Source: an optimization exercise on an open RTL-to-GDS flow (aim: small area). Production flows keep margins and buffers that such runs may drop.
At most, simulation tests tie the RTL to the original design; equivalence was not proved.
For run 8, only the layout was checked, not whether the RTL still works.
No activity file was given, so power comes from the tool's default toggle rates. The flow treats the clock pin as an ideal source, which a real chip does not have.

### flow/config.mk
export PLATFORM = sky130hd
export DESIGN_NAME = reg_file
export DESIGN_NICKNAME = reg_file
export VERILOG_FILES = /design/flow/design.v
export SDC_FILE = /design/flow/constraint.sdc
export NUM_CORES = 4
export LEC_CHECK = 0
export CAP_MARGIN = 20
export CORE_MARGIN = 2
export CORE_UTILIZATION = 50
export SLEW_MARGIN = 20
export SYNTH_HIERARCHICAL = 1
export SYNTH_MINIMUM_KEEP_SIZE = 0
### flow/constraint.sdc
create_clock -name core_clock -period 10.0 [get_ports {clk}]
set_input_delay 2.0000 -clock core_clock [delete_from_list [all_inputs] [get_ports {clk}]]
set_output_delay 2.0000 -clock core_clock [all_outputs]
set_load 0.01 [all_outputs]
### flow/design.v
module reg_file #(
  parameter int DATA_W = 32,
  parameter int ADDR_W = 5
) (
  input  logic              clk,
  input  logic              rst_n,
  input  logic              we,
  input  logic [ADDR_W-1:0] waddr,
  input  logic [DATA_W-1:0] wdata,
  input  logic [ADDR_W-1:0] raddr1,
  output logic [DATA_W-1:0] rdata1,
  input  logic [ADDR_W-1:0] raddr2,
  output logic [DATA_W-1:0] rdata2
);
  localparam int NREG = 1 << ADDR_W;
  logic [DATA_W-1:0] data_q [NREG];
  logic [DATA_W-1:0] data_d [NREG];
  logic [NREG-1:0]   valid_q;
  logic [NREG-1:0]   wsel;
  logic [NREG-1:0]   wsel_n;
  logic [NREG-1:0]   rsel1;
  logic [NREG-1:0]   rsel2;
  always_comb begin
    wsel = '0;
    if (we) wsel[waddr] = 1'b1;
    wsel[0] = 1'b0;
  end
  assign wsel_n = ~wsel;
  always_ff @(posedge clk or negedge rst_n) begin
    if (!rst_n) valid_q[NREG-1:1] <= '0;
    else        valid_q[NREG-1:1] <= valid_q[NREG-1:1] | wsel[NREG-1:1];
  end
  assign valid_q[0] = 1'b0;
  assign data_q[0] = '0;
  assign data_d[0] = '0;
  for (genvar i = 1; i < NREG; i++) begin : g_reg
    for (genvar b = 0; b < DATA_W; b++) begin : g_bit
      rf_hold u_hold (.q(data_q[i][b]), .d(wdata[b]), .s(wsel[i]), .sn(wsel_n[i]), .y(data_d[i][b]));
    end
    always_ff @(posedge clk) data_q[i] <= data_d[i];
  end
  always_comb begin
    rsel1 = '0;
    rsel2 = '0;
    rsel1[raddr1] = 1'b1;
    rsel2[raddr2] = 1'b1;
    rsel1 = rsel1 & valid_q;
    rsel2 = rsel2 & valid_q;
  end
  for (genvar b = 0; b < DATA_W; b++) begin : g_rd
    logic [NREG-2:0] col;
    for (genvar i = 1; i < NREG; i++) begin : g_col
      assign col[i-1] = data_q[i][b];
    end
    rf_mux31 u_rd1 (.sel(rsel1[NREG-1:1]), .dat(col), .y(rdata1[b]));
    rf_mux31 u_rd2 (.sel(rsel2[NREG-1:1]), .dat(col), .y(rdata2[b]));
  end
endmodule
module rf_hold (
  input  logic q,
  input  logic d,
  input  logic s,
  input  logic sn,
  output logic y
);
  assign y = (q & sn) | (d & s);
endmodule
module rf_aoi222 (
  input  logic [2:0] s,
  input  logic [2:0] d,
  output logic       y
);
  assign y = ~((s[0] & d[0]) | (s[1] & d[1]) | (s[2] & d[2]));
endmodule
module rf_nand2 (
  input  logic s,
  input  logic d,
  output logic y
);
  assign y = ~(s & d);
endmodule
module rf_nand4 (
  input  logic [3:0] a,
  output logic       y
);
  assign y = ~&a;
endmodule
module rf_nand3 (
  input  logic [2:0] a,
  output logic       y
);
  assign y = ~&a;
endmodule
module rf_or3 (
  input  logic [2:0] a,
  output logic       y
);
  assign y = |a;
endmodule
module rf_mux31 (
  input  logic [30:0] sel,
  input  logic [30:0] dat,
  output logic        y
);
  logic [10:0] t;    
  logic [2:0]  u;    
  for (genvar g = 0; g < 10; g++) begin : g_aoi
    rf_aoi222 u_aoi (.s(sel[3*g+2:3*g]), .d(dat[3*g+2:3*g]), .y(t[g]));
  end
  rf_nand2 u_last (.s(sel[30]), .d(dat[30]), .y(t[10]));
  rf_nand4 u_n0 (.a(t[3:0]),  .y(u[0]));
  rf_nand4 u_n1 (.a(t[7:4]),  .y(u[1]));
  rf_nand3 u_n2 (.a(t[10:8]), .y(u[2]));
  rf_or3   u_o  (.a(u), .y(y));
endmodule
### flow/run.sh
#!/bin/bash
# synth_recipe.tcl (not shown) runs the flow's synth.tcl, then flattens the netlist and writes it again
# the make line also repeats each setting of config.mk as NAME=value (left out here)
make -C /OpenROAD-flow-scripts/flow DESIGN_CONFIG=/design/flow/config.mk WORK_HOME=/design/flow/orfs CLKGATE_MAP_FILE= SYNTH_SCRIPT=/design/flow/synth_recipe.tcl finish
==> reports/metrics.yaml, run 1 <==
status: "complete, no violations"
clockBufferDepth: 3
drtIter0Drc: 9077
cts_made_buffers: 104
syn_to_final_growth_pct: 20.3
power.density_nw_per_um2: 241
synthSimpleGateAreaFrac_pct: 6.65
grt_pass1_wl_mm: 262
critPathBufInv: 4
finalHoldViolCount: 0
antenna_found_initial: 1
port_buffers: 113
cts_tree: "yes"
cpMaxStageDelayCell: "nand3b_1"
yosys-mux-area-fraction_pct: 0.236
wl_mm: 183
die_area_sq_um: 81900
path_class: "input port to output pin"
num-nets-final: 3747
cp_data_arrival_time_ns: 6.78
final_util_pct: 60.8
cp_top_family: "simple AND/OR/NAND/NOR gates"
min_period_over_period_pct: 87.8
leakagePower_nw: 17.8
max_freq_mhz: 114
p_switching_mw: 3.12
setup_viol: 0
synth_fa_ha_area_share_pct: 0.346
post_layout_nonfiller_instances: 4828
overflow: 0
dpl_cell_area_sq_um: 44100
syn_inst: 3329
wire_per_inst_um: 38.0
synth_top_family_by_area: "compound AO/OA/AOI/OAI gates"
grt_setup_unrepaired: "no"
pwr-share-comb_pct: 13.9
yosys.area_share.xor_xnor_pct: 0.192
dp_hpwl_mm: 107
ys_seq_elements: 1023
finalWorstSetupSlack_ns: 1.22
cts_hold_buf: 0
path_max_fanout: 22
drtPass1Iterations: 14
drv_slew: 0
path_clk_slew_ns: 0.06
yosys_most_used_dff: "dfxtp_1"
io_pins: 114
grt_max_degree: 33
syn_nets: 3390
dieWidth_um: 286
ant_nets: 0
tightestPinTransition_ns: 1.25
pre_cts_slack_ns: 1.36
cap_viol_max_count: 0
p_sw_share_pct: 27.1
place.gp.congestion: 0.958
cts_resized: 0
initial_core_util_pct: 50.5
seqPwrFrac_pct: 50.8
final_cell_area_sq_um: 47900
p_clk_share_pct: 35.3
finalCriticalPeriod_ns: 8.78
grtUsageTotal_pct: 42.5
cts_setup_buffers: 0
required_ns: 8.00
routed-via-count: 40400
clock_latency_ns: 0.67
synth-edff-count: 0
maxSlewHeadroom_pct: 16.2
peakVddDrop_mv: 0.173
drive_gt1_share_pct: 12.1
end_kind: "output pin"
cts_root_buf: "clkbuf_16"
finalSetupTns_ns: 0
crit_top_cell: "clkdlybuf4s50_1"
fp-row-count: 103
dp.cells: 4622
worstPathCellList: "clkdlybuf4s50_1, inv_1, ha_1, xnor2_1, nand3b_1, a21oi_4, buf_4, a222oi_1, nand4_1, or3_1, clkdlybuf4s50_1"
power.internal_mw: 8.41
vias_per_cell: 8.38
hp-class: "flop to flop"
holdWs_ns: 0.496
cts_sinks: 1023
p_total_mw: 11.5
final_cell_mix: "992 x a22o_1, 992 x dfxtp_1, 640 x a222oi_1"
synth_area_sq_um: 39800
synth-seq-area-share_pct: 51.8
cpPeakStageDelay_ns: 0.79
yosys_warnings: 13
htreeDepth: 3
synth_area_per_cell_sq_um: 12.0
post-route-drc-count: 0
dieHeight_um: 286
clock_skew_ns: 0
core_area_sq_um: 78900
async_flop_share_pct: 3.03
synth-compound-area-share_pct: 40.1
synthDistinctLibCells: 63
critPathLaunchType: "input port"
grt_pass1_vias: 38600
-- routing by layer --
metal | GRT usage [%] | vias up | routed length (um)
li1 | - | 16100 | -
met1 | 56.4 | 19800 | 67200
met2 | 60.6 | 3861 | 75300
met3 | 12.3 | 722 | 27400
met4 | 27.0 | 0 | 13400
met5 | 0 | - | 0
-- modules after synthesis, one instance, submodules excluded, excerpt --
| module | copies in the design | flops+latches | area, sq um |
|---|---|---|---|
| rf_aoi222 | 640 | 0 | 10.0 |
| rf_or3 | 64 | 0 | 6.26 |
| rf_nand3 | 64 | 0 | 5.00 |
| rf_nand2 | 64 | 0 | 3.75 |
| rf_nand4 | 128 | 0 | 6.26 |
| rf_hold | 992 | 0 | 8.76 |
| reg_file | 1 | 1023 | 23000 |
-- worst reg2reg max path: stages, from the launching register on --
cell	delay (ns)
dfrtp_1	0.42
nor2_1	0.06
mux2_2	0.29
a221oi_1	0.21
-- power groups by stage --
stage               registers [mW]  clock network, mW  logic [mW]
finish                        5.86               4.07        1.61
global route                  5.96               4.23        1.69
floorplan                     5.67                  0        1.10
CTS                           5.81               4.07        1.58
global placement              5.81                  0        1.51
detailed placement            5.89                  0        1.58
-- cells in the mapped netlist, types with 3 or more instances --
cell type	number	share of area, %
a211oi_1	6	0.11
or4_1	3	0.057
mux2i_1	6	0.15
a22oi_1	12	0.23
a222oi_1	640	16
a211o_1	3	0.066
nand3b_1	4	0.075
o21bai_1	12	0.23
nand3_1	88	1.1
nor2b_1	5	0.079
a21oi_1	33	0.41
and3_1	4	0.063
dfxtp_1	992	50
nand2_1	64	0.60
dfrtp_1	31	1.9
and4_1	22	0.48
a21o_1	12	0.23
buf_2	20	0.25
or2_2	12	0.19
clkbuf_1	14	0.13
or3_1	70	1.1
inv_1	30	0.28
nor3_1	6	0.075
ha_1	11	0.35
a22o_1	992	22
xnor2_1	3	0.066
o31ai_1	4	0.075
nor3b_1	3	0.057
nand4_1	131	2.1
mux2_2	3	0.085
a2111oi_0	15	0.33
and3b_1	4	0.088
nor2_1	36	0.34
a221oi_1	3	0.066
-- final timing paths --
check | from | endpoint | slack, ns | depth (start not counted)
max | raddr1[0] | rdata1[5] | 1.22 | 11
min | valid_q[1]$_DFF_PN0_ | valid_q[1]$_DFF_PN0_ | 0.50 | 1
max reg2reg | valid_q[16]$_DFF_PN0_ | valid_q[16]$_DFF_PN0_ | 8.92 | 3
min reg2reg | valid_q[1]$_DFF_PN0_ | valid_q[1]$_DFF_PN0_ | 0.50 | 1
max in group asynchronous | rst_n | valid_q[20]$_DFF_PN0_ | 7.88 | 2
min in group asynchronous | rst_n | valid_q[3]$_DFF_PN0_ | 1.74 | 2
-- area by class of cell --
type	count	area, sq um
Antenna cell	6	15.0
Clock buffer	162	3180
Clock inverter	30	385
Fill cell	6370	31000
Inverter	30	113
Multi-Input combinational cell	2240	19600
Sequential cell	1023	20600
Tap cell	1050	1310
Timing Repair Buffer	287	2650
-- flip-flops by register name, indices dropped and copies added (netlist names) --
| register | count |
|---|---|
| valid_q | 31 |
| data_q | 992 |
-- cell families after synthesis --
group / after synthesis
AOI/OAI and AO/OA: 1749
DFF: 1023
and+or+nand+nor: 464
buffers and inverters: 66
adders and majority gates: 11
muxes: 9
xor gates and xnor gates: 7
==> run 2, diff against run 1 <==
==> flow/flow/run.sh (new file) <==
#!/bin/bash
set -e
cp standard.sh standard.sh.txt
cat >> "$FLOW_CONFIG" <<'EOF'
export BUFFER_PORTS_ARGS = -buffer_cell sky130_fd_sc_hd__buf_1
export CTS_ARGS = -sink_clustering_enable -repair_clock_nets -dont_use_dummy_load
EOF
cp "$FLOW_CONFIG" config_used.mk.txt
bash standard.sh > standard.log 2>&1
==> flow/standard.sh (new file) <==
#!/bin/bash
# synth_recipe.tcl (not shown) runs the flow's synth.tcl, then flattens the netlist and writes it again
# the make line also repeats each setting of config.mk as NAME=value (left out here)
make -C /OpenROAD-flow-scripts/flow DESIGN_CONFIG=/design/flow/config.mk WORK_HOME=/design/flow/orfs CLKGATE_MAP_FILE= SYNTH_SCRIPT=/design/flow/synth_recipe.tcl "${@:-finish}"
--- a/flow/config.mk
+++ b/flow/config.mk
@@ -12,2 +12,4 @@
 export SYNTH_HIERARCHICAL = 1
 export SYNTH_MINIMUM_KEEP_SIZE = 0
+export BUFFER_PORTS_ARGS = -buffer_cell sky130_fd_sc_hd__buf_1
+export CTS_ARGS = -sink_clustering_enable -repair_clock_nets -dont_use_dummy_load
removed: flow/run.sh
==> run 2 against run 1 <==
Still clean. Die area did not move. Clock skew did not move. Global-route usage grew 0.085 points. Utilization down 2.4 points. Combinational power down 4%. Critical path depth is the same. Synthesized cell count is the same. Hold slack better by 0.013 ns. Sequential share of layout area is 1.8 points higher. Power is 6.5% lower. Largest cell class unchanged.
==> reports/metrics.yaml, run 2 <==
pwr-share-comb_pct: 14.3
routed-via-count: 40000
min_period_over_period_pct: 79.5
ys_seq_elements: 1023
async_flop_share_pct: 3.03
drive_gt1_share_pct: 10.4
overflow: 0
finalHoldViolCount: 0
holdWs_ns: 0.509
path_class: "input port to output pin"
cpMaxStageDelayCell: "a21oi_4"
path_max_fanout: 17
finalCriticalPeriod_ns: 7.95
syn_nets: 3390
grt_max_degree: 33
reg_top3: "data_q (992), valid_q (31)"
cts_made_buffers: 106
final_util_pct: 58.4
post_layout_nonfiller_instances: 4720
cap_viol_max_count: 0
syn_to_final_growth_pct: 15.6
synth_area_sq_um: 39800
io_pins: 114
synth_area_leaders: "dfxtp_1 50%, a22o_1 22%, a222oi_1 16%"
maxSlewHeadroom_pct: 15.7
dp.cells: 4608
reg2reg_depth: 3
seqPwrFrac_pct: 54.3
reg2reg_from: "valid_q[16]$_DFF_PN0_"
largest-register: "data_q"
synth-seq-area-share_pct: 51.8
hold_end: "data_q[26][10]$_DFF_P_"
final_cell_mix: "992 x a22o_1, 992 x dfxtp_1, 640 x a222oi_1"
critPathLaunchType: "input port"
p_total_mw: 10.8
cpPeakStageDelay_ns: 0.93
worstPathCellList: "buf_1, inv_1, ha_1, xnor2_1, nand3b_1, a21oi_4, buf_4, a222oi_1, nand4_1, or3_1, buf_1"
synthDistinctLibCells: 63
wl_mm: 183
num-nets-final: 3730
cts_hold_buf: 0
min_path_cells: 1
cts_resized: 0
die_area_sq_um: 81900
htreeDepth: 3
cts_root_buf: "clkbuf_16"
power.density_nw_per_um2: 234
r2r_slack_ns: 8.95
yosysTopAreaCell: "dfxtp_1"
largest_reg_flops: 992
path_clk_slew_ns: 0.06
core_area_sq_um: 78900
rr_endpoint: "valid_q[16]$_DFF_PN0_"
critPathBufInv: 4
place.gp.congestion: 1.02
dieWidth_um: 286
synth_area_per_cell_sq_um: 12.0
syn_inst: 3329
vias_per_cell: 8.48
grtUsageTotal_pct: 42.6
clockBufferDepth: 3
cts_setup_buffers: 0
crit_top_cell: "buf_1"
p_clk_share_pct: 31.4
clock_latency_ns: 0.65
p_sw_share_pct: 27.5
cts_tree: "yes"
setup_viol: 0
leakagePower_nw: 17.0
max_freq_mhz: 126
cts_sinks: 1023
dp_hpwl_mm: 105
synthTopCellsByCount: "992 x a22o_1, 992 x dfxtp_1, 640 x a222oi_1"
power.internal_mw: 7.83
hp-class: "flop to flop"
grt_pass1_vias: 38900
fp-row-count: 103
synth-edff-count: 0
end_kind: "output pin"
dieHeight_um: 286
drv_slew: 0
yosys_warnings: 13
min_from: "data_q[26][10]$_DFF_P_"
peakVddDrop_mv: 0.159
status: "complete, no violations"
port_buffers: 113
cp_data_arrival_time_ns: 5.95
grt_pass1_wl_mm: 262
cp_top_family: "simple AND/OR/NAND/NOR gates"
grt_setup_unrepaired: "no"
antenna_found_initial: 0
clock_skew_ns: 0
p_switching_mw: 2.96
initial_core_util_pct: 50.5
drtIter0Drc: 8762
drtPass1Iterations: 14
tightestPinTransition_ns: 1.26
post-route-drc-count: 0
wire_per_inst_um: 38.7
yosys_most_used_dff: "dfxtp_1"
finalSetupTns_ns: 0
ant_nets: 0
required_ns: 8.00
yosys.area.top_type_share_pct: 49.9
## run 2: cell count changes in the layout (fill, tap and decap cells not counted), moves of 14 or more
cell,previous run,this run
buf_1,0,112
clkdlybuf4s50_1,111,0
clkbuf_8,30,0
clkbuf_1,25,0
clkinv_2,15,0
buf_4,162,148
## run 2: worst reg2reg max path: cells and delay by family (launching register included)
family / cells / cell delay [ns]
compound gates: 1 / 0.22
flops: 1 / 0.40
simple gates: 1 / 0.05
mux: 1 / 0.28
## run 2: cells by family after synthesis
logic type	Yosys count	synth area share, %
mux	9	0.236
fa+ha+maj	11	0.346
compound gates	1749	40.1
buf+inv	66	0.707
xor+xnor	7	0.192
flops	1023	51.8
simple gates	464	6.65
## run 2: final cells by class
| cell class | count | area [sq um] |
|---|---|---|
| inverter | 30 | 113 |
| fill | 6602 | 32800 |
| clock buffer | 106 | 2650 |
| tap | 1050 | 1310 |
| sequential | 1023 | 20600 |
| antenna | 3 | 7.51 |
| multi-input combinational | 2240 | 19600 |
| timing repair buffer | 268 | 1680 |
## run 2: layer usage
| metal | wire length (um) | GRT usage (%) |
|---|---|---|
| met3 | 27500 | 12.0 |
| met4 | 13000 | 27.6 |
| met2 | 74800 | 60.9 |
| met1 | 67400 | 56.4 |
| met5 | 0 | 0 |
## run 2: power groups by stage
stage,Sequential [mW],Combinational [mW],Clock [mW]
finish,5.86,1.54,3.39
global route,5.96,1.63,3.56
CTS,5.82,1.51,3.39
detailed placement,5.89,1.51,0
global placement,5.81,1.45,0
floorplan,5.67,1.10,0
## run 2: Yosys stat by module, one instance, submodules excluded, a selection
module	flip-flops and latches	cells inside	times used	cell area, sq um
reg_file	1023	1377	1	23000
rf_or3	0	1	64	6.26
rf_hold	0	1	992	8.76
rf_nand3	0	1	64	5.00
rf_nand4	0	1	128	6.26
rf_nand2	0	1	64	3.75
## run 2: how the worst max path moves through the flow
stage,from,endpoint,slack [ns],cells after the start
5_1_grt,raddr1[0],rdata1[11],1.98,11
3_3_place_gp,raddr1[0],rdata1[28],2.39,11
4_1_cts,raddr1[0],rdata1[28],2.23,11
3_5_place_dp,raddr1[0],rdata1[28],2.23,11
6_report,raddr1[0],rdata1[18],2.05,11
2_1_floorplan,raddr2[0],rdata2[0],0.56,9
## run 2: through the flow
step	cell area, sq um	worst slack [ns]
floorplan	39800	0.558
global placement	43200	2.39
detailed placement	43300	2.23
CTS	46000	2.23
global route	46000	1.98
finish	46000	2.05
==> run 3, diff against run 2 <==
--- a/flow/design.v
+++ b/flow/design.v
@@ -21,10 +21,27 @@
   logic [NREG-1:0]   rsel1;
   logic [NREG-1:0]   rsel2;
+  logic [3:0] wlo, rlo1, rlo2;
+  logic [7:0] whi, rhi1, rhi2;
   always_comb begin
-    wsel = '0;
-    if (we) wsel[waddr] = 1'b1;
-    wsel[0] = 1'b0;
+    for (int k = 0; k < 4; k++) begin
+      wlo[k]  = (waddr[1:0]  == 2'(k));
+      rlo1[k] = (raddr1[1:0] == 2'(k));
+      rlo2[k] = (raddr2[1:0] == 2'(k));
+    end
+    for (int k = 0; k < 8; k++) begin
+      whi[k]  = we && (waddr[4:2] == 3'(k));
+      rhi1[k] = (raddr1[4:2] == 3'(k));
+      rhi2[k] = (raddr2[4:2] == 3'(k));
+    end
   end
-  assign wsel_n = ~wsel;
+  assign wsel[0]   = 1'b0;
+  assign wsel_n[0] = 1'b1;
+  assign rsel1[0]  = 1'b0;
+  assign rsel2[0]  = 1'b0;
+  for (genvar i = 1; i < NREG; i++) begin : g_sel
+    rf_wdec u_wdec (.lo(wlo[i%4]), .hi(whi[i/4]), .s(wsel[i]), .sn(wsel_n[i]));
+    rf_and3 u_rdec1 (.a(rlo1[i%4]), .b(rhi1[i/4]), .c(valid_q[i]), .y(rsel1[i]));
+    rf_and3 u_rdec2 (.a(rlo2[i%4]), .b(rhi2[i/4]), .c(valid_q[i]), .y(rsel2[i]));
+  end
   always_ff @(posedge clk or negedge rst_n) begin
     if (!rst_n) valid_q[NREG-1:1] <= '0;
@@ -40,12 +57,4 @@
     always_ff @(posedge clk) data_q[i] <= data_d[i];
   end
-  always_comb begin
-    rsel1 = '0;
-    rsel2 = '0;
-    rsel1[raddr1] = 1'b1;
-    rsel2[raddr2] = 1'b1;
-    rsel1 = rsel1 & valid_q;
-    rsel2 = rsel2 & valid_q;
-  end
   for (genvar b = 0; b < DATA_W; b++) begin : g_rd
     logic [NREG-2:0] col;
@@ -56,4 +65,21 @@
     rf_mux31 u_rd2 (.sel(rsel2[NREG-1:1]), .dat(col), .y(rdata2[b]));
   end
+endmodule
+module rf_wdec (
+  input  logic lo,
+  input  logic hi,
+  output logic s,
+  output logic sn
+);
+  assign s  = lo & hi;
+  assign sn = ~(lo & hi);
+endmodule
+module rf_and3 (
+  input  logic a,
+  input  logic b,
+  input  logic c,
+  output logic y
+);
+  assign y = a & b & c;
 endmodule
 module rf_hold (
==> flow/flow/run.sh (replaced) <==
#!/bin/bash
# The standard layout (standard.sh), with two changes to how it is made:
# - the input and output port buffers are sky130_fd_sc_hd__buf_1;
# - the clock tree uses larger sink clusters and no dummy loads.
# Each tool's output goes to a log file in this folder.
set -e
cat >> "$FLOW_CONFIG" <<'EOF'
export BUFFER_PORTS_ARGS = -buffer_cell sky130_fd_sc_hd__buf_1
export CTS_ARGS = -sink_clustering_enable -repair_clock_nets -dont_use_dummy_load -sink_clustering_size 25 -sink_clustering_max_diameter 80
EOF
cp "$FLOW_CONFIG" config_used.mk.txt
bash standard.sh > standard.log 2>&1
==> flow/config.mk (replaced) <==
export PLATFORM = sky130hd
export DESIGN_NAME = reg_file
export DESIGN_NICKNAME = reg_file
export VERILOG_FILES = /design/flow/design.v
export SDC_FILE = /design/flow/constraint.sdc
export NUM_CORES = 4
export LEC_CHECK = 0
export CAP_MARGIN = 0
export CORE_MARGIN = 2
export CORE_UTILIZATION = 50
export SLEW_MARGIN = 0
export SYNTH_HIERARCHICAL = 1
export SYNTH_MINIMUM_KEEP_SIZE = 0
export BUFFER_PORTS_ARGS = -buffer_cell sky130_fd_sc_hd__buf_1
export CTS_ARGS = -sink_clustering_enable -repair_clock_nets -dont_use_dummy_load -sink_clustering_size 25 -sink_clustering_max_diameter 80
==> run 3 against run 2 <==
Now fails the layout checks on capacitance limit, slew limit. Power is 16% lower. Sequential share of layout area is 3.8 points higher. Register-to-register slack better by 0.23 ns. Maximum frequency is 7.2% higher. Highest routed layer is now met5. Utilization is 2.6 points lower. Worst setup slack better by 0.53 ns. Count of clock-buffer cells in the layout is 57 lower. Cell area is 7.8% lower. Clock power is 35% lower. Wire length is 1.8% higher. Sequential cell count stayed put. Critical path depth is 3 lower.
==> reports/metrics.yaml, run 3 <==
status: "complete, but fails checks"
so_faults: "capacitance limit, slew limit"
path_class: "input port to output pin"
clockBufferDepth: 3
critPathLaunchType: "input port"
cts_setup_buffers: 0
die_area_sq_um: 79600
clock_skew_ns: 0
cts_tree: "yes"
cts_resized: 0
peakVddDrop_mv: 0.168
p_total_mw: 9.07
leakagePower_nw: 15.9
synth-edff-count: 0
yosys-mux-area-fraction_pct: 0
maxSlewHeadroom_pct: -3.09
grt_setup_unrepaired: "no"
cts_made_buffers: 49
vias_per_cell: 8.61
yosys_most_used_dff: "dfxtp_1"
drtIter0Drc: 7956
p_switching_mw: 2.52
synth_area_sq_um: 38700
pre_cts_slack_ns: 2.94
pwr-share-comb_pct: 14.6
setup_viol: 0
synthTopCellsByCount: "992 x a22o_1, 992 x dfxtp_1, 640 x a222oi_1"
finalWorstSetupSlack_ns: 2.58
yosysTopAreaCell: "dfxtp_1"
fill_cells: 6544
drv_slew: 57
power.density_nw_per_um2: 214
max_freq_mhz: 135
largest-register: "data_q"
wl_met3_mm: 28.6
yosys_warnings: 13
routed-via-count: 38400
finalSetupTns_ns: 0
io_pins: 114
wl_met1_mm: 66.1
synth-compound-area-share_pct: 39.0
cts_sinks: 1023
grt_pass1_vias: 36900
wire_per_inst_um: 41.6
reg_top3: "data_q (992), valid_q (31)"
grt_max_degree: 34
wl_mm: 186
grtUsageTotal_pct: 44.8
syn_to_final_growth_pct: 9.80
drive_gt1_share_pct: 7.41
required_ns: 8.00
synthSimpleGateAreaFrac_pct: 7.60
ant_nets: 0
overflow: 0
synth_top_family_by_area: "compound AO/OA/AOI/OAI gates"
post-route-drc-count: 0
path_max_fanout: 23
core_area_sq_um: 76200
power.internal_mw: 6.54
synth_area_per_cell_sq_um: 12.2
htreeDepth: 2
multi_input_area_sq_um: 18100
synth_fa_ha_area_share_pct: 0
tightestPinTransition_ns: 1.55
synth_area_leaders: "dfxtp_1 51%, a22o_1 22%, a222oi_1 17%"
cap_viol_max_count: 2
num-nets-final: 3480
end_kind: "output pin"
finalHoldViolCount: 0
dieHeight_um: 282
synthDistinctLibCells: 20
regArea_sq_um: 20600
p_sw_share_pct: 27.8
ys_seq_elements: 1023
antenna_found_initial: 12
holdWs_ns: 0.489
port_buffers: 113
cts_root_buf: "clkbuf_16"
place.gp.congestion: 0.900
syn_nets: 3216
yosys.area.top_type_share_pct: 51.4
async_flop_share_pct: 3.03
syn_inst: 3166
path_clk_slew_ns: 0.08
cp_data_arrival_time_ns: 5.42
hp-class: "flop to flop"
final_util_pct: 55.7
largest_reg_flops: 992
dieWidth_um: 282
routed.top_layer: "met5"
dp_hpwl_mm: 102
clock_latency_ns: 0.64
finalCriticalPeriod_ns: 7.42
seqPwrFrac_pct: 61.0
final_cell_mix: "992 x a22o_1, 992 x dfxtp_1, 640 x a222oi_1"
yosys.area_share.xor_xnor_pct: 0
grt_pass1_wl_mm: 260
met2_length_mm: 76.5
min_period_over_period_pct: 74.2
cts_hold_buf: 0
p_clk_share_pct: 24.4
drtPass1Iterations: 12
fp-row-count: 101
initial_core_util_pct: 50.7
synth-seq-area-share_pct: 53.4
## run 3: logic make-up (layout without fill, tap and decap cells)
family / Yosys count / after routing
other: 0 / 6
AO/OA/AOI/OAI: 1632 / 1632
buffers and inverters: 0 / 262
AND/OR/NAND/NOR: 511 / 511
flip-flops: 1023 / 1023
## run 3: metal layers
layer	global-route usage (%)	vias up
met5	1.34	-
met4	30.6	14
met3	17.5	792
met2	64.3	3566
met1	55.3	18900
li1	-	15100
## run 3: worst max-delay path, cell delays in order
cell and delay [ns]:
buf_1 0.15, nor2b_1 0.52, and3_1 1.30, buf_4 0.42
a222oi_1 0.14, nand4_1 0.32, or3_1 0.33, buf_1 0.21
## run 3: stage by stage
step | std cells | area [sq um]
floorplan | 3166 | 38700
global placement | 4409 | 41200
detailed placement | 4409 | 41200
CTS | 4458 | 42400
global route | 4460 | 42400
finish | 4464 | 42500
## run 3: path summary, 6_finish.rpt
path                                            start                     to  slack [ns]  depth (start not counted)
worst min-delay path            valid_q[30]$_DFF_PN0_  valid_q[30]$_DFF_PN0_        0.49                          1
min in group asynchronous                       rst_n  valid_q[16]$_DFF_PN0_        1.42                          1
worst min register to register  valid_q[30]$_DFF_PN0_  valid_q[30]$_DFF_PN0_        0.49                          1
worst max register to register  valid_q[21]$_DFF_PN0_  valid_q[21]$_DFF_PN0_        9.18                          1
worst max-delay path                        raddr2[1]              rdata2[1]        2.58                          8
max in group asynchronous                       rst_n  valid_q[26]$_DFF_PN0_        8.02                          1
## run 3: power by group through the flow
stage | Sequential (mW) | Clock, mW | Combinational [mW]
finish | 5.53 | 2.21 | 1.33
global route | 5.62 | 2.35 | 1.40
CTS | 5.50 | 2.21 | 1.30
detailed placement | 5.58 | 0 | 1.30
global placement | 5.51 | 0 | 1.25
floorplan | 5.42 | 0 | 0.935
## run 3: final cells by class
| cell class | instances | share of cell area [%] |
|---|---|---|
| diodes | 6 | 0.0354 |
| clock buffers | 49 | 2.89 |
| multi-input cells | 2143 | 42.7 |
| flip-flops and latches | 1023 | 48.6 |
| well taps | 1030 | 3.04 |
| repair buffers | 213 | 2.77 |
## run 3: per-module statistics from Yosys, one instance, submodules excluded, excerpt
module | times used | cells | flops+latches
rf_aoi222 | 640 | 1 | 0
rf_wdec | 31 | 2 | 0
rf_hold | 992 | 1 | 0
rf_nand4 | 128 | 1 | 0
rf_or3 | 64 | 1 | 0
rf_nand3 | 64 | 1 | 0
rf_nand2 | 64 | 1 | 0
==> run 4, diff against run 3 <==
--- a/flow/config.mk
+++ b/flow/config.mk
@@ -8,5 +8,5 @@
 export CAP_MARGIN = 0
 export CORE_MARGIN = 2
-export CORE_UTILIZATION = 50
+export CORE_UTILIZATION = 65
 export SLEW_MARGIN = 0
 export SYNTH_HIERARCHICAL = 1
==> run 4 against run 3 <==
The run now finishes clean. Register-to-register slack about the same. Global-route usage up 10 points. Sequential share of layout area up 0.13 points. Cell count down 4.8%. Critical path depth unchanged. Sequential cell count unchanged. Non-clock buffer count up 42. Combinational power about the same. Area after synthesis unchanged.
==> reports/metrics.yaml, run 4 <==
dp.cells: 4194
synth-seq-area-share_pct: 53.4
syn_inst: 3166
cts_setup_buffers: 0
vias_per_cell: 9.41
cts_root_buf: "clkbuf_16"
hp-class: "flop to flop"
io_pins: 114
synthDistinctLibCells: 20
async_flop_share_pct: 3.03
peakVddDrop_mv: 0.201
synthTopCellsByCount: "992 x a22o_1, 992 x dfxtp_1, 640 x a222oi_1"
dpl_cell_area_sq_um: 41100
routed-via-count: 40000
fill_cells: 4234
yosys_most_used_dff: "dfxtp_1"
reg_top3: "data_q (992), valid_q (31)"
end_kind: "output pin"
reg2reg_from: "valid_q[26]$_DFF_PN0_"
final_cell_mix: "992 x a22o_1, 992 x dfxtp_1, 640 x a222oi_1"
drv_slew: 0
antenna_found_initial: 11
synth_area_leaders: "dfxtp_1 51%, a22o_1 22%, a222oi_1 17%"
holdWs_ns: 0.490
cts_hold_buf: 0
clockBufferDepth: 3
path_clk_slew_ns: 0.10
place.gp.congestion: 1.02
num-nets-final: 3520
port_buffers: 113
core_area_sq_um: 58900
clock_latency_ns: 0.66
max_freq_mhz: 135
dieWidth_um: 248
r2r_slack_ns: 9.19
syn_nets: 3216
critPathLaunchType: "input port"
grt_pass1_wl_mm: 249
largest_reg_flops: 992
power.density_nw_per_um2: 213
cts_made_buffers: 47
fp-row-count: 89
grt_max_degree: 34
path_class: "input port to output pin"
dp_hpwl_mm: 94.8
final_cell_area_sq_um: 42300
yosysTopAreaCell: "dfxtp_1"
clock_skew_ns: 0
syn_to_final_growth_pct: 9.51
post_layout_nonfiller_instances: 4249
path_max_fanout: 17
min_from: "valid_q[5]$_DFF_PN0_"
cts_sinks: 1023
drive_gt1_share_pct: 7.09
cap_viol_max_count: 0
finalSetupTns_ns: 0
cp_data_arrival_time_ns: 5.40
reg2reg_depth: 1
yosys.area.top_type_share_pct: 51.4
required_ns: 8.00
yosys_warnings: 13
grt_setup_unrepaired: "no"
p_total_mw: 9.03
finalWorstSetupSlack_ns: 2.60
grt_pass1_vias: 38200
dieHeight_um: 248
status: "complete, no violations"
finalCriticalPeriod_ns: 7.40
synth_area_sq_um: 38700
synth_area_per_cell_sq_um: 12.2
ys_seq_elements: 1023
wl_mm: 176
post-route-drc-count: 0
drtPass1Iterations: 19
setup_viol: 0
cts_resized: 0
leakagePower_nw: 16.1
synth-edff-count: 0
htreeDepth: 2
startpoint: "raddr2[0]"
ant_nets: 0
die_area_sq_um: 61500
final_util_pct: 71.9
grtUsageTotal_pct: 54.9
tightestPinTransition_ns: 1.42
cts_tree: "yes"
maxSlewHeadroom_pct: 5.00
min_path_cells: 1
overflow: 0
pre_cts_slack_ns: 3.09
wire_per_inst_um: 41.4
initial_core_util_pct: 65.6
min_period_over_period_pct: 74.0
finalHoldViolCount: 0
drtIter0Drc: 10500
largest-register: "data_q"
run 4: cell counts after synthesis:
No cell type changed its count.
run 4: worst paths after layout:
check | end
worst max-delay path | rdata2[2]
worst min-delay path | valid_q[5]$_DFF_PN0_
worst max register to register | valid_q[26]$_DFF_PN0_
worst min register to register | valid_q[5]$_DFF_PN0_
max in group asynchronous | valid_q[15]$_DFF_PN0_
min in group asynchronous | valid_q[27]$_DFF_PN0_
run 4: cells by family after synthesis:
kind of cell    count (synthesis)  synth area share [%]
flops                        1023                  53.4
simple gates                  511                  7.60
compound gates               1632                  39.0
run 4: cell type report:
class	count	area (sq um)	share of cell area [%]
antenna	8	20.0	0.0473
multi-input combinational	2143	18100	42.6
timing repair buffer	255	1490	3.52
clock buffer	47	1180	2.78
sequential	1023	20600	48.7
tap	773	967	2.28
run 4: power breakdown:
| part | leakage (nW) | internal, mW | switching, mW | total [mW] |
|---|---|---|---|---|
| sequential | 8.61 | 4.89 | 0.667 | 5.56 |
| clock | 0.579 | 0.843 | 1.29 | 2.13 |
| combinational | 6.95 | 0.777 | 0.564 | 1.34 |
run 4: critical path: stages:
cell and delay [ns]:
buf_1 0.18, nor2b_1 0.71, and3_1 1.24, buf_4 0.49
a222oi_1 0.16, nand4_1 0.14, or3_1 0.27, buf_1 0.18
run 4: per-module statistics from Yosys, one instance, submodules excluded, a selection:
module / cells inside / copies in the design
reg_file: 1090 / 1
rf_aoi222: 1 / 640
rf_wdec: 2 / 31
rf_hold: 1 / 992
rf_and3: 1 / 62
rf_nand4: 1 / 128
rf_or3: 1 / 64
rf_nand3: 1 / 64
rf_nand2: 1 / 64
run 4: per-layer routing:
| layer | global-route usage (%) | vias to the layer above | share of wire (%) |
|---|---|---|---|
| met5 | 1.99 | - | 0.085 |
| met4 | 42.2 | 10 | 10 |
| met3 | 26.4 | 1326 | 20 |
| met2 | 74.5 | 4684 | 38 |
| met1 | 66.2 | 18700 | 32 |
| li1 | - | 15200 | - |
==> run 5, diff against run 4 <==
--- a/flow/config.mk
+++ b/flow/config.mk
@@ -6,8 +6,8 @@
 export NUM_CORES = 4
 export LEC_CHECK = 0
-export CAP_MARGIN = 0
+export CAP_MARGIN = 15
 export CORE_MARGIN = 2
-export CORE_UTILIZATION = 65
-export SLEW_MARGIN = 0
+export CORE_UTILIZATION = 50
+export SLEW_MARGIN = 15
 export SYNTH_HIERARCHICAL = 1
 export SYNTH_MINIMUM_KEEP_SIZE = 0
==> run 5 against run 4 <==
Hold slack hardly changed. Clock power rose by 5%. Count of clock-buffer cells in the layout grew 3. Die area rose by 29%. Highest routed layer unchanged. Clock skew unchanged. Sequential power is essentially flat. Combinational power hardly changed.
==> reports/metrics.yaml, run 5 <==
yosys_warnings: 13
reg_top3: "data_q (992), valid_q (31)"
peakVddDrop_mv: 0.169
post-route-drc-count: 0
worstPathCellList: "buf_1, nor2b_1, and3_1, buf_4, a222oi_1, nand3_1, or3_1, buf_1"
synth_area_sq_um: 38700
hp-class: "flop to flop"
dieHeight_um: 282
maxSlewHeadroom_pct: 5.26
overflow: 0
cts_root_buf: "clkbuf_16"
antenna_found_initial: 11
drtIter0Drc: 8149
cts_resized: 0
finalHoldViolCount: 0
r2r_slack_ns: 9.19
cts_setup_buffers: 0
io_pins: 114
num-nets-final: 3481
holdWs_ns: 0.490
pwr-share-comb_pct: 14.6
cts_hold_buf: 0
vias_per_cell: 8.68
leakagePower_nw: 16.0
required_ns: 8.00
critPathLaunchType: "input port"
synth-edff-count: 0
min_path_cells: 1
setup_viol: 0
port_buffers: 113
grt_pass1_vias: 37000
yosysTopAreaCell: "dfxtp_1"
clockBufferDepth: 3
rr_endpoint: "valid_q[21]$_DFF_PN0_"
yosys.area.top_type_share_pct: 51.4
clock_skew_ns: 0
routed-via-count: 38800
tightestPinTransition_ns: 1.42
seqPwrFrac_pct: 60.8
yosys_most_used_dff: "dfxtp_1"
largest-register: "data_q"
reg2reg_from: "valid_q[21]$_DFF_PN0_"
final_cell_mix: "992 x a22o_1, 992 x dfxtp_1, 640 x a222oi_1"
wire_per_inst_um: 41.8
end_kind: "output pin"
power.internal_mw: 6.56
finalSetupTns_ns: 0
wl_mm: 187
initial_core_util_pct: 50.7
largest_reg_flops: 992
grtUsageTotal_pct: 45.0
synth_area_leaders: "dfxtp_1 51%, a22o_1 22%, a222oi_1 17%"
ys_seq_elements: 1023
path_class: "input port to output pin"
place.gp.congestion: 0.900
grt_pass1_wl_mm: 261
synthDistinctLibCells: 20
cts_sinks: 1023
dieWidth_um: 282
htreeDepth: 2
reg2reg_depth: 1
startpoint: "raddr2[0]"
synth_area_per_cell_sq_um: 12.2
status: "complete, no violations"
p_switching_mw: 2.54
core_area_sq_um: 76200
p_sw_share_pct: 28.0
synthTopCellsByCount: "992 x a22o_1, 992 x dfxtp_1, 640 x a222oi_1"
p_clk_share_pct: 24.6
fp-row-count: 101
clock_latency_ns: 0.64
drv_slew: 0
syn_inst: 3166
ant_nets: 0
cts_made_buffers: 50
synth-seq-area-share_pct: 53.4
crit_top_cell: "buf_1"
syn_to_final_growth_pct: 9.91
min_period_over_period_pct: 71.4
cap_viol_max_count: 0
crit_end: "rdata2[1]"
path_max_fanout: 21
drtPass1Iterations: 15
power.density_nw_per_um2: 214
path_clk_slew_ns: 0.07
max_freq_mhz: 140
dp_hpwl_mm: 102
cpMaxStageDelayCell: "and3_1"
drive_gt1_share_pct: 7.47
grt_max_degree: 34
cp_data_arrival_time_ns: 5.14
cts_tree: "yes"
die_area_sq_um: 79600
async_flop_share_pct: 3.03
grt_setup_unrepaired: "no"
cpPeakStageDelay_ns: 0.91
finalCriticalPeriod_ns: 7.14
syn_nets: 3216
run 5: worst min-delay path by stage:
| stage | startpoint | end | slack [ns] |
|---|---|---|---|
| 2_1_floorplan | valid_q[10]$_DFF_PN0_ | valid_q[10]$_DFF_PN0_ | 0.45 |
| 3_3_place_gp | valid_q[29]$_DFF_PN0_ | valid_q[29]$_DFF_PN0_ | 0.46 |
| 3_5_place_dp | valid_q[3]$_DFF_PN0_ | valid_q[3]$_DFF_PN0_ | 0.46 |
| 4_1_cts | valid_q[30]$_DFF_PN0_ | valid_q[30]$_DFF_PN0_ | 0.48 |
| 5_1_grt | valid_q[15]$_DFF_PN0_ | valid_q[15]$_DFF_PN0_ | 0.50 |
| 6_report | valid_q[4]$_DFF_PN0_ | valid_q[4]$_DFF_PN0_ | 0.49 |
run 5: through the flow:
| step | power [mW] | cells | instance area, sq um | utilization, % | setup WS [ns] |
|---|---|---|---|---|---|
| global route | 9.39 | 4460 | 42500 | 55.7 | 2.95 |
| detailed placement | 6.88 | 4409 | 41200 | 54.1 | 3.20 |
| CTS | 9.03 | 4459 | 42500 | 55.7 | 3.19 |
| floorplan | 6.35 | 3166 | 38700 | - | 4.47 |
| finish | 9.10 | 4469 | 42500 | 55.8 | 2.86 |
| global placement | 6.76 | 4409 | 41200 | 54.1 | 3.01 |
run 5: power by group through the flow:
stage	Sequential, mW	Clock (mW)	Combinational [mW]
after floorplan	5.42	0	0.935
after global placement	5.51	0	1.25
after detailed placement	5.58	0	1.30
after CTS	5.49	2.24	1.30
after global routing	5.62	2.38	1.40
final	5.53	2.24	1.33
run 5: routing by layer:
layer	share of wire [%]	track usage, %	up-vias
met5	0.11	1.65	-
met3	15	16.6	847
met1	36	55.1	19200
met4	8.1	32.4	10
met2	41	64.8	3603
li1	-	-	15100
run 5: logic make-up after synthesis:
family	after synthesis	synth area share, %
simple gates	511	7.60
flops	1023	53.4
compound gates	1632	39.0
run 5: layout make-up:
class                   instances  area (sq um)
repair buffers                213          1180
multi-input cells            2143         18100
well taps                    1030          1290
fillers                      6556         33700
clock buffers                  50          1250
flip-flops and latches       1023         20600
diodes                         10          25.0
run 5: critical path, delay by kind of cell:
family	cells	cell delay, ns
simple gates	4	1.94
buf+inv	3	0.95
compound gates	1	0.21
run 5: per-module statistics from Yosys, one instance, submodules excluded, a selection:
module | flip-flops and latches | copies in the design
rf_nand4 | 0 | 128
rf_hold | 0 | 992
reg_file | 1023 | 1
rf_nand3 | 0 | 64
rf_wdec | 0 | 31
rf_nand2 | 0 | 64
rf_or3 | 0 | 64
rf_and3 | 0 | 62
rf_aoi222 | 0 | 640
==> run 6, diff against run 5 <==
--- a/flow/flow/run.sh
+++ b/flow/flow/run.sh
@@ -7,5 +7,5 @@
 cat >> "$FLOW_CONFIG" <<'EOF'
 export BUFFER_PORTS_ARGS = -buffer_cell sky130_fd_sc_hd__buf_1
-export CTS_ARGS = -sink_clustering_enable -repair_clock_nets -dont_use_dummy_load -sink_clustering_size 25 -sink_clustering_max_diameter 80
+export CTS_ARGS = -sink_clustering_enable -repair_clock_nets -dont_use_dummy_load -buf_list sky130_fd_sc_hd__clkbuf_8 -sink_clustering_size 15 -sink_clustering_max_diameter 60
 EOF
 cp "$FLOW_CONFIG" config_used.mk.txt
--- a/flow/config.mk
+++ b/flow/config.mk
@@ -9,7 +9,8 @@
 export CORE_MARGIN = 2
 export CORE_UTILIZATION = 50
+export PLACE_DENSITY = 0.85
 export SLEW_MARGIN = 15
 export SYNTH_HIERARCHICAL = 1
 export SYNTH_MINIMUM_KEEP_SIZE = 0
 export BUFFER_PORTS_ARGS = -buffer_cell sky130_fd_sc_hd__buf_1
-export CTS_ARGS = -sink_clustering_enable -repair_clock_nets -dont_use_dummy_load -sink_clustering_size 25 -sink_clustering_max_diameter 80
+export CTS_ARGS = -sink_clustering_enable -repair_clock_nets -dont_use_dummy_load -buf_list sky130_fd_sc_hd__clkbuf_8 -sink_clustering_size 15 -sink_clustering_max_diameter 60
==> run 6 against run 5 <==
Clock skew unchanged. Wire length fell by 9.6%. Utilization fell by 0.22 points. Critical endpoint is now rdata2[31]. Largest power group unchanged.
==> reports/metrics.yaml, run 6 <==
status: "complete, no violations"
seqPwrFrac_pct: 62.3
p_switching_mw: 2.52
largest_reg_flops: 992
io_pins: 114
synth-compound-area-share_pct: 39.0
synth-seq-area-share_pct: 53.4
cp_data_arrival_time_ns: 4.90
fill_cells: 6341
synth_top_family_by_area: "compound AO/OA/AOI/OAI gates"
synth_area_leaders: "dfxtp_1 51%, a22o_1 22%, a222oi_1 17%"
dpl_cell_area_sq_um: 41200
finalCriticalPeriod_ns: 6.90
min_period_over_period_pct: 69.0
synth_area_sq_um: 38700
maxSlewHeadroom_pct: 11.0
yosys_most_used_dff: "dfxtp_1"
end_kind: "output pin"
wl_mm: 169
power.density_nw_per_um2: 210
drv_slew: 0
num-nets-final: 3513
ys_seq_elements: 1023
clock_latency_ns: 0.69
wire_per_inst_um: 37.5
p_clk_share_pct: 22.7
grt_pass1_vias: 37500
drtIter0Drc: 10700
grtUsageTotal_pct: 40.9
routed-via-count: 39200
post-route-drc-count: 0
final_cell_mix: "992 x a22o_1, 992 x dfxtp_1, 640 x a222oi_1"
vias_per_cell: 8.71
die_area_sq_um: 79600
antenna_found_initial: 17
post_layout_nonfiller_instances: 4505
max_freq_mhz: 145
cap_viol_max_count: 0
dp_hpwl_mm: 91.0
htreeDepth: 3
cts_tree: "yes"
syn_nets: 3216
async_flop_share_pct: 3.03
p_sw_share_pct: 28.4
yosys.area.top_type_share_pct: 51.4
grt_pass1_wl_mm: 243
path_max_fanout: 32
required_ns: 8.00
yosys_warnings: 13
fp-row-count: 101
drtPass1Iterations: 17
synth_fa_ha_area_share_pct: 0
cts_setup_buffers: 0
finalSetupTns_ns: 0
final_util_pct: 55.6
place.gp.congestion: 0.947
dieHeight_um: 282
yosys-mux-area-fraction_pct: 0
yosysTopAreaCell: "dfxtp_1"
setup_viol: 0
cts_root_buf: "clkbuf_8"
synthDistinctLibCells: 20
path_clk_slew_ns: 0.09
synthSimpleGateAreaFrac_pct: 7.60
clock_skew_ns: 0
final_cell_area_sq_um: 42300
largest-register: "data_q"
cts_made_buffers: 78
synth_area_per_cell_sq_um: 12.2
synth-edff-count: 0
p_total_mw: 8.89
path_class: "input port to output pin"
dieWidth_um: 282
critPathLaunchType: "input port"
grt_setup_unrepaired: "no"
dp.cells: 4413
initial_core_util_pct: 50.7
peakVddDrop_mv: 0.178
finalHoldViolCount: 0
drive_gt1_share_pct: 7.92
leakagePower_nw: 15.9
reg_top3: "data_q (992), valid_q (31)"
yosys.area_share.xor_xnor_pct: 0
grt_max_degree: 34
core_area_sq_um: 76200
cts_sinks: 1023
cts_resized: 0
pwr-share-comb_pct: 15.0
syn_inst: 3166
overflow: 0
port_buffers: 113
power.internal_mw: 6.37
cts_hold_buf: 0
hp-class: "flop to flop"
clockBufferDepth: 3
ant_nets: 0
synthTopCellsByCount: "992 x a22o_1, 992 x dfxtp_1, 640 x a222oi_1"
tightestPinTransition_ns: 1.34
syn_to_final_growth_pct: 9.49
## run 6: changes by cell type in the layout (fill, tap and decap cells not counted), sizes merged
cell / delta
clkbuf: +27
diode: +4
buf: +5
## run 6: through the flow
step	hold WS, ns	worst slack [ns]
4_1_cts	0.489	3.54
2_1_floorplan	0.445	4.47
5_1_grt	0.514	3.02
3_5_place_dp	0.463	3.54
6_report	0.491	3.10
3_3_place_gp	0.458	3.58
## run 6: final timing paths
kind / from / end / slack [ns] / depth (start not counted)
max reg2reg: valid_q[8]$_DFF_PN0_ / valid_q[8]$_DFF_PN0_ / 9.17 / 1
min reg2reg: valid_q[30]$_DFF_PN0_ / valid_q[30]$_DFF_PN0_ / 0.49 / 1
min: valid_q[30]$_DFF_PN0_ / valid_q[30]$_DFF_PN0_ / 0.49 / 1
min in group asynchronous: rst_n / valid_q[8]$_DFF_PN0_ / 1.35 / 1
max in group asynchronous: rst_n / valid_q[21]$_DFF_PN0_ / 8.13 / 1
max: raddr2[4] / rdata2[31] / 3.10 / 8
## run 6: area by class of cell
class / instances / area, sq um / share of cell area, %
repair buffers: 217 / 1210 / 2.85
multi-input cells: 2143 / 18100 / 42.7
clock buffers: 78 / 1070 / 2.54
diodes: 14 / 35.0 / 0.0828
flip-flops and latches: 1023 / 20600 / 48.7
well taps: 1030 / 1290 / 3.04
## run 6: power groups by stage
stage	clock network (mW)	registers, mW	logic [mW]
6_report	2.01	5.54	1.33
2_1_floorplan	0	5.42	0.935
3_5_place_dp	0	5.58	1.28
4_1_cts	1.98	5.50	1.29
3_3_place_gp	0	5.54	1.23
5_1_grt	2.13	5.62	1.40
## run 6: logic make-up after synthesis
group,Yosys count
AO/OA/AOI/OAI,1632
flip-flops,1023
AND/OR/NAND/NOR,511
## run 6: modules after synthesis, one instance, submodules excluded, excerpt
| module | flops+latches | times used |
|---|---|---|
| reg_file | 1023 | 1 |
| rf_and3 | 0 | 62 |
| rf_aoi222 | 0 | 640 |
| rf_hold | 0 | 992 |
| rf_nand2 | 0 | 64 |
| rf_nand3 | 0 | 64 |
| rf_nand4 | 0 | 128 |
| rf_or3 | 0 | 64 |
| rf_wdec | 0 | 31 |
## run 6: layer usage
metal  global-route usage [%]  wire length [um]  up-vias
li1                         -                 -    15200
met1                     49.5             55300    18500
met2                     54.9             65200     4309
met3                     19.7             31700     1220
met4                     31.7             16100       26
met5                     3.85               612        -
## run 6: worst max-delay path, cell delays in order
cell      delay [ns]
buf_1           0.28
and3b_1         0.25
and3_1          0.16
buf_4           0.27
a222oi_1        0.39
nand4_1         0.62
or3_1           0.70
buf_1           0.18
==> run 7, diff against run 6 <==
--- a/flow/flow/run.sh
+++ b/flow/flow/run.sh
@@ -7,5 +7,5 @@
 cat >> "$FLOW_CONFIG" <<'EOF'
 export BUFFER_PORTS_ARGS = -buffer_cell sky130_fd_sc_hd__buf_1
-export CTS_ARGS = -sink_clustering_enable -repair_clock_nets -dont_use_dummy_load -buf_list sky130_fd_sc_hd__clkbuf_8 -sink_clustering_size 15 -sink_clustering_max_diameter 60
+export CTS_ARGS = -sink_clustering_enable -repair_clock_nets -dont_use_dummy_load -sink_clustering_size 30 -sink_clustering_max_diameter 100
 EOF
 cp "$FLOW_CONFIG" config_used.mk.txt
--- a/flow/config.mk
+++ b/flow/config.mk
@@ -14,3 +14,3 @@
 export SYNTH_MINIMUM_KEEP_SIZE = 0
 export BUFFER_PORTS_ARGS = -buffer_cell sky130_fd_sc_hd__buf_1
-export CTS_ARGS = -sink_clustering_enable -repair_clock_nets -dont_use_dummy_load -buf_list sky130_fd_sc_hd__clkbuf_8 -sink_clustering_size 15 -sink_clustering_max_diameter 60
+export CTS_ARGS = -sink_clustering_enable -repair_clock_nets -dont_use_dummy_load -sink_clustering_size 30 -sink_clustering_max_diameter 100
==> run 7 against run 6 <==
Via count fell by 0.84%. Maximum frequency fell by 0.75%. Clock skew did not move. Clock power barely moved. Critical path type unchanged. Critical endpoint is now rdata2[2].
==> reports/metrics.yaml, run 7 <==
setup_viol: 0
leakagePower_nw: 15.8
cts_sinks: 1023
synth-seq-area-share_pct: 53.4
largest-register: "data_q"
wl_mm: 168
min_period_over_period_pct: 69.6
required_ns: 8.00
drtIter0Drc: 10500
dp_hpwl_mm: 91.0
synth_area_leaders: "dfxtp_1 51%, a22o_1 22%, a222oi_1 17%"
synth-edff-count: 0
yosysTopAreaCell: "dfxtp_1"
min_from: "valid_q[31]$_DFF_PN0_"
reg_top3: "data_q (992), valid_q (31)"
path_clk_slew_ns: 0.11
grt_pass1_wl_mm: 242
largest_reg_flops: 992
synthTopCellsByCount: "992 x a22o_1, 992 x dfxtp_1, 640 x a222oi_1"
fp-row-count: 101
clock_skew_ns: 0
synth_area_sq_um: 38700
grt_max_degree: 34
antenna_found_initial: 8
finalSetupTns_ns: 0
final_util_pct: 55.4
hp-class: "flop to flop"
cts_hold_buf: 0
yosys.area.top_type_share_pct: 51.4
async_flop_share_pct: 3.03
power.density_nw_per_um2: 210
p_total_mw: 8.87
holdWs_ns: 0.496
path_class: "input port to output pin"
cts_setup_buffers: 0
finalCriticalPeriod_ns: 6.96
max_freq_mhz: 144
dieHeight_um: 282
ys_seq_elements: 1023
drtPass1Iterations: 15
startpoint: "raddr2[3]"
synthSimpleGateAreaFrac_pct: 7.60
cts_resized: 0
cts_made_buffers: 40
clockBufferDepth: 3
cp_data_arrival_time_ns: 4.96
vias_per_cell: 8.73
wire_per_inst_um: 37.7
grtUsageTotal_pct: 40.5
syn_nets: 3216
syn_to_final_growth_pct: 9.25
grt_pass1_vias: 37400
routed.top_layer: "met5"
reg2reg_from: "valid_q[8]$_DFF_PN0_"
peakVddDrop_mv: 0.144
yosys.area_share.xor_xnor_pct: 0
synth_area_per_cell_sq_um: 12.2
finalHoldViolCount: 0
place.gp.congestion: 0.947
die_area_sq_um: 79600
maxSlewHeadroom_pct: 9.48
grt_setup_unrepaired: "no"
critPathLaunchType: "input port"
clock_latency_ns: 0.64
synth-compound-area-share_pct: 39.0
post_layout_nonfiller_instances: 4459
cts_tree: "yes"
syn_inst: 3166
overflow: 0
tightestPinTransition_ns: 1.36
cap_viol_max_count: 0
dp.cells: 4413
path_max_fanout: 32
core_area_sq_um: 76200
cts_root_buf: "clkbuf_16"
yosys-mux-area-fraction_pct: 0
drv_slew: 0
port_buffers: 113
status: "complete, no violations"
synth_top_family_by_area: "compound AO/OA/AOI/OAI gates"
synthDistinctLibCells: 20
met2_length_mm: 65.4
routed-via-count: 38900
htreeDepth: 2
dieWidth_um: 282
yosys_most_used_dff: "dfxtp_1"
initial_core_util_pct: 50.7
end_kind: "output pin"
io_pins: 114
drive_gt1_share_pct: 6.89
wl_met1_mm: 54.7
synth_fa_ha_area_share_pct: 0
num-nets-final: 3475
final_cell_mix: "992 x a22o_1, 992 x dfxtp_1, 640 x a222oi_1"
wl_met3_mm: 32.2
post-route-drc-count: 0
yosys_warnings: 13
ant_nets: 0
run 7: cell counts after synthesis:
No cell type changed its count.
run 7: logic make-up (layout without fill, tap and decap cells):
logic type,after synthesis,after routing
compound gates,1632,1632
flops,1023,1023
simple gates,511,511
other cells,0,6
buf+inv,0,257
run 7: per-stage QoR:
step,cell area (sq um),setup WS (ns)
2_1_floorplan,38700,4.47
3_3_place_gp,41200,3.58
3_5_place_dp,41200,3.54
4_1_cts,42200,3.54
5_1_grt,42200,3.03
6_report,42200,3.04
run 7: worst max-delay path, cell delays in order:
cell	delay, ns
buf_1	0.29
nor3b_1	0.14
and3_1	0.17
buf_4	0.32
a222oi_1	0.48
nand4_1	0.70
or3_1	0.67
buf_1	0.16
run 7: worst paths after layout:
kind	to	slack, ns	cells after the start
setup / recovery	rdata2[2]	3.04	8
hold reg to reg	valid_q[31]$_DFF_PN0_	0.50	1
max in group asynchronous	valid_q[11]$_DFF_PN0_	8.05	1
setup reg to reg	valid_q[8]$_DFF_PN0_	9.18	1
min in group asynchronous	valid_q[8]$_DFF_PN0_	1.44	1
hold / removal	valid_q[31]$_DFF_PN0_	0.50	1
run 7: Yosys stat by module, one instance, submodules excluded, excerpt:
module | cells inside | times used | area, sq um | flops+latches
rf_and3 | 1 | 62 | 6.26 | 0
reg_file | 1090 | 1 | 21100 | 1023
rf_nand2 | 1 | 64 | 3.75 | 0
rf_nand3 | 1 | 64 | 5.00 | 0
rf_nand4 | 1 | 128 | 6.26 | 0
rf_hold | 1 | 992 | 8.76 | 0
rf_aoi222 | 1 | 640 | 10.0 | 0
rf_or3 | 1 | 64 | 6.26 | 0
rf_wdec | 2 | 31 | 10.0 | 0
run 7: final cells by class:
class | instances | area, sq um
fillers | 6338 | 34000
flip-flops and latches | 1023 | 20600
multi-input cells | 2143 | 18100
well taps | 1030 | 1290
repair buffers | 217 | 1210
clock buffers | 40 | 1000
diodes | 6 | 15.0
run 7: metal layers:
metal	global-route usage, %	vias up
li1	-	15100
met1	49.0	18400
met2	54.7	4227
met3	19.5	1138
met4	30.9	14
met5	3.42	-
run 7: power by group:
group | leakage [nW] | switching (mW) | internal (mW)
registers | 8.61 | 0.650 | 4.89
clock network | 0.493 | 1.26 | 0.727
logic | 6.75 | 0.562 | 0.774
total | 15.8 | 2.47 | 6.39
==> run 8, diff against run 7 <==
==> flow/design.v (replaced) <==
module reg_file #(
  parameter int DATA_W = 32,
  parameter int ADDR_W = 5
) (
  input  logic              clk,
  input  logic              rst_n,
  input  logic              we,
  input  logic [ADDR_W-1:0] waddr,
  input  logic [DATA_W-1:0] wdata,
  input  logic [ADDR_W-1:0] raddr1,
  output logic [DATA_W-1:0] rdata1,
  input  logic [ADDR_W-1:0] raddr2,
  output logic [DATA_W-1:0] rdata2
);
  localparam int NREG = 1 << ADDR_W;
  logic [DATA_W-1:0] regs_q [NREG];
  logic              wr_en;
  assign wr_en = we && (waddr != '0);
  always_ff @(posedge clk or negedge rst_n) begin
    if (!rst_n) begin
      for (int i = 0; i < NREG; i++) regs_q[i] <= '0;
    end else if (wr_en) begin
      regs_q[waddr] <= wdata;
    end
  end
  assign rdata1 = (raddr1 == '0) ? '0 : regs_q[raddr1];
  assign rdata2 = (raddr2 == '0) ? '0 : regs_q[raddr2];
endmodule
==> flow/run.sh (new file) <==
#!/bin/bash
# synth_recipe.tcl (not shown) runs the flow's synth.tcl, then flattens the netlist and writes it again
# the make line also repeats each setting of config.mk as NAME=value (left out here)
make -C /OpenROAD-flow-scripts/flow DESIGN_CONFIG=/design/flow/config.mk WORK_HOME=/design/flow/orfs CLKGATE_MAP_FILE= SYNTH_SCRIPT=/design/flow/synth_recipe.tcl finish
==> flow/config.mk (replaced) <==
export PLATFORM = sky130hd
export DESIGN_NAME = reg_file
export DESIGN_NICKNAME = reg_file
export VERILOG_FILES = /design/flow/design.v
export SDC_FILE = /design/flow/constraint.sdc
export NUM_CORES = 4
export LEC_CHECK = 0
export CAP_MARGIN = 20
export CORE_MARGIN = 2
export CORE_UTILIZATION = 50
export SLEW_MARGIN = 20
removed: flow/flow/run.sh
removed: flow/standard.sh
==> run 8 against run 7 <==
First-iteration DRC count down 3.6%. Clock skew unchanged. Critical path depth is 1 higher. Power is 30% higher. Largest cell class is now multi-input combinational cells. Cell area is 39% higher. Via count increased by 27%. Global-route usage grew 5.7 points. Sequential cell count down 31. Wire length is 52% higher. Synthesized cell count increased by 58%.
==> reports/metrics.yaml, run 8 <==
status: "complete, no violations"
power.density_nw_per_um2: 197
drive_gt1_share_pct: 29.3
wl_met3_mm: 41.3
vias_per_cell: 7.87
peakVddDrop_mv: 0.134
cts_made_buffers: 107
port_buffers: 113
synth-compound-area-share_pct: 7.13
min_period_over_period_pct: 84.3
yosys_warnings: 2
cts_setup_buffers: 0
synth-edff-count: 0
final_common_cell: "nand3_1"
ys_seq_elements: 992
path_clk_slew_ns: 0.05
async_flop_share_pct: 100
post-route-drc-count: 0
clockBufferDepth: 3
syn_to_final_growth_pct: 10.7
clock_skew_ns: 0
cts_sinks: 992
wl_mm: 255
synthSimpleGateAreaFrac_pct: 19.7
reg_top3: "regs_q (992)"
pre_cts_slack_ns: 1.91
largest-register: "regs_q"
place.gp.congestion: 0.986
min_from: "regs_q[10][1]$_DFFE_PN0P_"
synth-seq-area-share_pct: 46.8
fp-row-count: 119
cp_data_arrival_time_ns: 6.43
end_kind: "output pin"
ant_nets: 0
required_ns: 8.00
hp-class: "flop to flop"
path_class: "input port to output pin"
yosysTopAreaCell: "dfrtp_1"
clock_latency_ns: 0.73
critPathLaunchType: "input port"
fill_cells: 9121
synth_area_leaders: "dfrtp_1 47%, mux2_2 21%, nand3_1 11%"
wire_per_inst_um: 40.5
finalSetupTns_ns: 0
drtPass1Iterations: 7
num-nets-final: 4852
yosys_most_used_dff: "dfrtp_1"
path_max_fanout: 51
yosys.area_share.xor_xnor_pct: 0
max_freq_mhz: 119
final_cell_mix: "1132 x nand3_1, 998 x mux2_2, 992 x dfrtp_1"
syn_inst: 4998
setup_viol: 0
synth_area_per_cell_sq_um: 10.6
dp_hpwl_mm: 141
initial_core_util_pct: 50.4
synthTopCellsByCount: "1134 x nand3_1, 998 x mux2_2, 992 x dfrtp_1"
drtIter0Drc: 10100
syn_nets: 5048
reg2reg_from: "regs_q[13][24]$_DFFE_PN0P_"
core_area_sq_um: 105000
grt_setup_unrepaired: "no"
yosys.area.top_type_share_pct: 46.8
finalWorstSetupSlack_ns: 1.57
cts_resized: 0
synth_area_sq_um: 53000
dieHeight_um: 330
met2_length_mm: 100
synth_top_family_by_area: "multiplexers"
cts_tree: "yes"
grt_pass1_vias: 46300
startpoint: "raddr2[2]"
yosys-mux-area-fraction_pct: 21.5
synth_fa_ha_area_share_pct: 0
largest_reg_flops: 992
dieWidth_um: 330
grt_max_degree: 158
synthDistinctLibCells: 73
io_pins: 114
grtUsageTotal_pct: 46.2
wl_met1_mm: 92.6
finalCriticalPeriod_ns: 8.43
routed-via-count: 49500
yosysMostFrequentCell: "nand3_1"
routed.top_layer: "met5"
cts_hold_buf: 0
cap_viol_max_count: 0
maxSlewHeadroom_pct: 7.26
overflow: 0
finalHoldViolCount: 0
cts_root_buf: "clkbuf_16"
antenna_found_initial: 24
die_area_sq_um: 109000
htreeDepth: 3
grt_pass1_wl_mm: 355
leakagePower_nw: 25.0
tightestPinTransition_ns: 1.39
drv_slew: 0
==> run 8: power breakdown <==
part | leakage (nW) | switching (mW) | internal [mW]
Sequential | 12.7 | 0.763 | 4.80
Clock | 1.78 | 1.76 | 2.42
Combinational | 10.5 | 0.947 | 0.870
==> run 8: cell type report <==
type	instances	area (sq um)	share of cell area, %
Multi-Input combinational cell	3428	26100	44.4
Sequential cell	992	24800	42.3
Clock buffer	160	3220	5.49
Timing Repair Buffer	271	2390	4.07
Tap cell	1391	1740	2.97
Clock inverter	35	393	0.669
Antenna cell	17	42.5	0.0725
Inverter	2	7.51	0.0128
==> run 8: per-layer routing <==
| metal | vias to the layer above | GRT usage (%) |
|---|---|---|
| li1 | 18600 | - |
| met1 | 24600 | 60.2 |
| met2 | 4944 | 61.8 |
| met3 | 1347 | 19.3 |
| met4 | 32 | 31.6 |
| met5 | - | 0.609 |
==> run 8: worst paths after layout <==
path / endpoint / slack, ns / cells past startpoint
max: rdata2[0] / 1.57 / 9
max in group asynchronous: regs_q[12][2]$_DFFE_PN0P_ / 6.46 / 3
max reg2reg: regs_q[13][24]$_DFFE_PN0P_ / 9.10 / 1
min in group asynchronous: regs_q[7][28]$_DFFE_PN0P_ / 1.34 / 1
min reg2reg: regs_q[10][1]$_DFFE_PN0P_ / 0.53 / 1
min: regs_q[10][1]$_DFFE_PN0P_ / 0.53 / 1
==> run 8: cell families after synthesis <==
logic type	count (synthesis)
AND/OR/NAND/NOR	1903
multiplexers	1014
flip-flops	992
buffers and inverters	578
AO/OA/AOI/OAI	511
==> run 8: critical path, cell delays in order <==
cell             delay (ns)
clkdlybuf4s50_1        1.03
nor3b_4                0.31
buf_4                  0.55
buf_4                  0.87
nand3_1                0.18
nand4_1                0.13
nor4_1                 0.06
a21oi_1                0.58
clkdlybuf4s50_1        0.66
==> run 8: per-stage QoR <==
| step | cell area (sq um) | instances | total power [mW] | util, % | hold slack (ns) |
|---|---|---|---|---|---|
| 5_1_grt | 58700 | 6284 | 11.9 | 55.7 | 0.540 |
| 3_3_place_gp | 55000 | 6082 | 7.28 | 52.3 | 0.505 |
| 6_report | 58700 | 6296 | 11.6 | 55.8 | 0.530 |
| 4_1_cts | 58700 | 6277 | 11.4 | 55.7 | 0.527 |
| 3_5_place_dp | 55000 | 6082 | 7.33 | 52.3 | 0.513 |
| 2_1_floorplan | 53000 | 4998 | 6.44 | - | 0.485 |

re-timing with driven ports:
The flow's constraints put no driver on any port. The routed layouts listed below were extracted and timed again, unchanged, in two steps.
Step 1 (the two cells are an assumption about what drives the block):
set clk [get_ports {clk}]
set_driving_cell -lib_cell sky130_fd_sc_hd__clkbuf_16 $clk
set_driving_cell -lib_cell sky130_fd_sc_hd__buf_2 [delete_from_list [all_inputs] $clk]
Step 2 also shifts input and output timing later by t, the mid clock arrival at the registers, as if the neighbouring blocks saw the same clock.
Three values: no drivers, after step 1, after step 2; two values: the first two.
| run | t (ns) | setup slack, ns | clock arrival spread, ns |
|---|---|---|---|
| run 1 | 0.736 | 1.217 / 1.194 / 1.194 | 0.023 / 0.023 |
| run 2 | 0.742 | 2.048 / 2.026 / 2.026 | 0.074 / 0.075 |
| run 3 | 0.714 | 2.583 / 2.492 / 2.492 | 0.054 / 0.054 |
| run 4 | 0.718 | 2.599 / 2.575 / 2.575 | 0.034 / 0.033 |
| run 5 | 0.704 | 2.857 / 2.772 / 2.772 | 0.077 / 0.076 |
| run 6 | 0.785 | 3.097 / 3.069 / 3.069 | 0.072 / 0.073 |
| run 7 | 0.686 | 3.045 / 3.018 / 3.018 | 0.071 / 0.070 |
| run 8 | 0.789 | 1.568 / 1.541 / 1.541 | 0.033 / 0.034 |
The setup slack of run 3, which loses most, moves by -0.091 ns with the drivers and by -0.091 ns with both steps.
